Background: an optimization exercise with open tools, aiming at small area and a short achievable clock period. Do not read the settings as production practice. RTL that was checked went through simulation tests only; none was proved equivalent to the original. No activity file was given, so power comes from the tool's default toggle rates.

## lane 4
// maze_video_top
module maze_video_top (
  input  logic                     clk,
  input  logic                     reset,
  input  logic [8-1:0]   awaddr,
  input  logic                     awvalid,
  output logic                     awready,
  input  logic [32-1:0]   wdata,
  input  logic [32/8-1:0] wstrb,
  input  logic                     wvalid,
  output logic                     wready,
  output logic [1:0]               bresp,
  output logic                     bvalid,
  input  logic                     bready,
  input  logic [8-1:0]   araddr,
  input  logic                     arvalid,
  output logic                     arready,
  output logic [32-1:0]   rdata,
  output logic [1:0]               rresp,
  output logic                     rvalid,
  input  logic                     rready,
  output logic [11:0]              rgb,
  output logic [7:0]               pixel_x,
  output logic [8:0]               pixel_y,
  output logic                     de
);
export LEC_CHECK = 0
export CAP_MARGIN = 20
export CORE_MARGIN = 2
export CORE_UTILIZATION = 60
export CTS_BUF_LIST = sky130_fd_sc_hd__clkbuf_8
export CTS_CLUSTER_DIAMETER = 60
export CTS_CLUSTER_SIZE = 16
export SETUP_SLACK_MARGIN = 2.85
export SLEW_MARGIN = 20
create_clock -name core_clock -period 5.0 [get_ports {clk}]
standard.sh (not shown) runs the stock make flow with config.mk's settings and CLKGATE_MAP_FILE= SYNTH_SCRIPT=/design/flow/synth_recipe.tcl, a recipe that flattens the netlist after the stock synthesis.
==> flow/flow/run.sh <==
#!/bin/bash
set -euo pipefail
bash standard.sh MATCH_CELL_FOOTPRINT=0 ADDER_MAP_FILE= \
  "BUFFER_PORTS_ARGS=-buffer_cell sky130_fd_sc_hd__buf_1" finish > standard.log 2>&1
Modified inputs, lane 5 compared to lane 4
--- a/flow/design.v
+++ b/flow/design.v
@@ -139,24 +139,22 @@
       if (reset || (wr_pos[i] && lane_we[1])) pos_x_q[i][8] <= wdata_r[8];
       if (reset || (wr_pos[i] && lane_we[2])) pos_y_q[i][7:0] <= wdata_r[23:16];
       if (reset || (wr_pos[i] && lane_we[3])) pos_y_q[i][8] <= wdata_r[24];
       if (reset || (wr_color[i] && lane_we[0])) color_q[i][7:0] <= wdata_r[7:0];
       if (reset || (wr_color[i] && lane_we[1])) color_q[i][11:8] <= wdata_r[11:8];
     end
   end
   logic [32-1:0] rd_word;
   always_comb begin
-    rd_word = '0;
-    if (rd_ctrl) rd_word[3:0] = ctrl_q;
-    if (rd_bg) rd_word[11:0] = bg_q;
+    rd_word = {28'd0, ctrl_q & {4{rd_ctrl}}} | {20'd0, bg_q & {12{rd_bg}}};
     for (int i = 0; i < 4; i++) begin
-      if (rd_pos[i]) rd_word = {7'd0, pos_y_q[i], 7'd0, pos_x_q[i]};
-      if (rd_color[i]) rd_word[11:0] = color_q[i];
+      rd_word = rd_word | ({7'd0, pos_y_q[i], 7'd0, pos_x_q[i]} & {32{rd_pos[i]}})
+                        | {20'd0, color_q[i] & {12{rd_color[i]}}};
     end
   end
   logic rd_fire;
   assign rd_fire = arvalid && arready;
   always_ff @(posedge clk) begin
     if (reset) begin
       arready <= 1'b0;
       rvalid <= 1'b0;
     end else begin
@@ -190,36 +188,18 @@
   input  logic [7:0]                 nx,
   input  logic [8:0]                 ny,
   input  logic                       vis,
   input  logic [4*8-1:0]  scene_x,
   input  logic [4*9-1:0]  scene_y,
   input  logic [4*12-1:0] scene_color,
   input  logic [11:0]                scene_bg,
   output logic [11:0]                rgb
 );
-  function automatic logic [191:0] low_table(input logic rows);
-    logic [2:0] b, a, d;
-    logic [1:0] cls;
-    low_table = '0;
-    for (int k = 0; k < 64; k++) begin
-      b = 3'(k >> 3);
-      a = 3'(k);
-      d = b - a;
-      if (!rows)      cls = d[2] ? ~d[1:0] : d[1:0];
-      else if (d == 3'd0) cls = 2'd0;
-      else if (d == 3'd1) cls = 2'd1;
-      else if (d == 3'd2 || d == 3'd3 || d == 3'd7) cls = 2'd2;
-      else            cls = 2'd3;
-      low_table[3*k +: 3] = {b >= a, cls};
-    end
-  endfunction
-  localparam logic [191:0] COL_TAB = low_table(1'b0);
-  localparam logic [191:0] ROW_TAB = low_table(1'b1);
   function automatic logic ghost(input logic [1:0] rc, input logic [1:0] cc);
     case (rc)
       2'd0:    ghost = cc[1];
       2'd1:    ghost = cc != 2'd0;
       2'd2:    ghost = cc != 2'd2;
       default: ghost = 1'b1;
     endcase
   endfunction
   function automatic logic sum_zero5(input logic [4:0] p, input logic [4:0] q,
==> comparison <==
The parity-gate share of the synthesized area counting xor and xnor cells of lane 4 and that of lane 5 are within noise of each other.
Data arrival time of the worst path in lane 5 vs lane 4: up 40 ps
| number of non-clock inverters | lane 5 vs lane 4 | 2 lower |
On switching power share of the total, the higher figure sits with lane 4, not lane 5.
Summary — synthesized area, lane 5 relative to lane 4: lower, by 0.36%.
The higher register fraction of the total cell area came out of lane 5.
Via count of the first global-routing pass: lane 5 vs lane 4 down about 3.5%
Taking lane 4 as the reference point, the final design area excluding fillers of lane 5 falls by 1.3%.
Diff lane 4..lane 5 | number of tap cells inserted | unchanged
In lane 5, the die area came out about 0.35% below the value in lane 4.
Lane 5 gives more post-route clock period utilization than lane 4 did.
On lane 5: via count is 240 lower than what lane 4 gave.
The RTL of lane 5 was laid out without a check of its function.


Another version of the RTL of maze_video_top (not shown whole).
For scale: ~1300 cells after synthesis, ~350 flip-flops, about 130 I/O pins, ~0.015 mm² of cells after synthesis.
==> module raster_timing, before the edit <==
module raster_timing (
  input  logic       clk,
  input  logic       reset,
  output logic [7:0] nx,
  output logic [8:0] ny,
  output logic       vis,
  output logic       frame_start,
  output logic [7:0] pixel_x,
  output logic [8:0] pixel_y,
  output logic       de
);
  localparam logic [8:0] SY_LAST = 9'(300 - 1);
  localparam logic [7:0] SX_ACT = 8'(224);
  localparam logic [8:0] SY_ACT = 9'(288);
  logic first;
  logic next_act;
  function automatic logic [8:0] next_y(input logic [7:0] x, input logic [8:0] y);
    if (x != 8'hFF)        next_y = y;
    else if (y == SY_LAST) next_y = '0;
    else                   next_y = y + 1'b1;
  endfunction
  always_ff @(posedge clk) begin
    if (reset) begin
      nx <= 8'd1;
      ny <= '0;
    end else begin
      nx <= nx + 1'b1;
      ny <= next_y(nx, ny);
    end
  end
  always_ff @(posedge clk) begin
    if (reset) begin
      pixel_x <= '0;
      pixel_y <= '0;
    end else if (!first) begin
      pixel_x <= pixel_x + 1'b1;
      pixel_y <= next_y(pixel_x, pixel_y);
    end
  end
  always_ff @(posedge clk) begin
    first <= reset;
  end
  assign next_act = (nx < SX_ACT) && (ny < SY_ACT);
  always_ff @(posedge clk) begin
    if (reset) begin
      vis <= 1'b0;
      de <= 1'b0;
    end else begin
      vis <= next_act;
      de <= vis || first;
    end
  end
  always_ff @(posedge clk) begin
    if (reset) frame_start <= 1'b1;
    else       frame_start <= (nx == '0) && (ny == '0);
  end
endmodule
export LEC_CHECK = 0
export CAP_MARGIN = 20
export CORE_MARGIN = 2
export CORE_UTILIZATION = 60
export CTS_BUF_LIST = sky130_fd_sc_hd__clkbuf_8
export CTS_CLUSTER_DIAMETER = 60
export CTS_CLUSTER_SIZE = 16
export SETUP_SLACK_MARGIN = 2.8
export SLEW_MARGIN = 20
create_clock -name core_clock -period 5.0 [get_ports {clk}]
Scripts as last shown in full above: flow/flow/run.sh
The baseline ran to the end with no violations.
Then changed:
--- a/flow/design.v
+++ b/flow/design.v
@@ -31,10 +31,15 @@
   always_ff @(posedge clk) begin
     if (reset) begin
       pixel_x <= '0;
+    end else begin
+      pixel_x <= nx - 1'b1;
+    end
+  end
+  always_ff @(posedge clk) begin
+    if (reset) begin
       pixel_y <= '0;
-    end else if (!first) begin
-      pixel_x <= pixel_x + 1'b1;
-      pixel_y <= next_y(pixel_x, pixel_y);
+    end else if (nx == 8'd1) begin
+      pixel_y <= ny;
     end
   end
   always_ff @(posedge clk) begin
Count of clock-buffer cells in the layout came out lower by 3.
Sequential cell count does not change.
Maximum frequency came out lower by 0.78%.
Routed wire length came out higher by 2.2%.
Core utilization came out lower by 0.47 points.
Via count came out lower by 2.7%.
Non-clock buffer count came out lower by 7.
Power came out higher by 1.1%.
Synthesized cell count came out lower by 1.6%.
Clock skew came out higher by 0.036 ns.
Worst setup slack loses 0.017 ns.
Final area came out lower by 0.98%.

[afterwards: timing with drivers on the ports]
No port has a modelled driver above. Below, the same layouts with a new extraction and two added sets of constraints. Step 1 (the two cells are an assumption about what drives the block):
set clk [get_ports {clk}]
set_driving_cell -lib_cell sky130_fd_sc_hd__clkbuf_16 $clk
set_driving_cell -lib_cell sky130_fd_sc_hd__buf_2 [delete_from_list [all_inputs] $clk]
Step 2 times the ports against the registers' clock, not the clock port: input delays grow and output delays shrink by t, the midpoint of the rising clock arrivals with the driver on. Slacks: ideal / step 1 / step 2; pairs: ideal / step 1.
| run | t, ns | setup WS [ns] | worst setup path at the end |
|---|---|---|---|
| lane 4 | 0.647 | 2.857 / 2.812 / 2.329 | input to register |
| lane 5 | 0.642 | 2.822 / 2.775 / 2.272 | input to register |
| the first run of note 2 | 0.637 | 2.793 / 2.747 / 2.217 | input to register |
| the second run of note 2 | 0.643 | 2.776 / 2.729 / 2.251 | input to register |
After both steps every run listed still meets setup and hold. The setup slack of the first run of note 2, which loses most, moves by -0.046 ns with the drivers and by -0.576 ns with both steps.
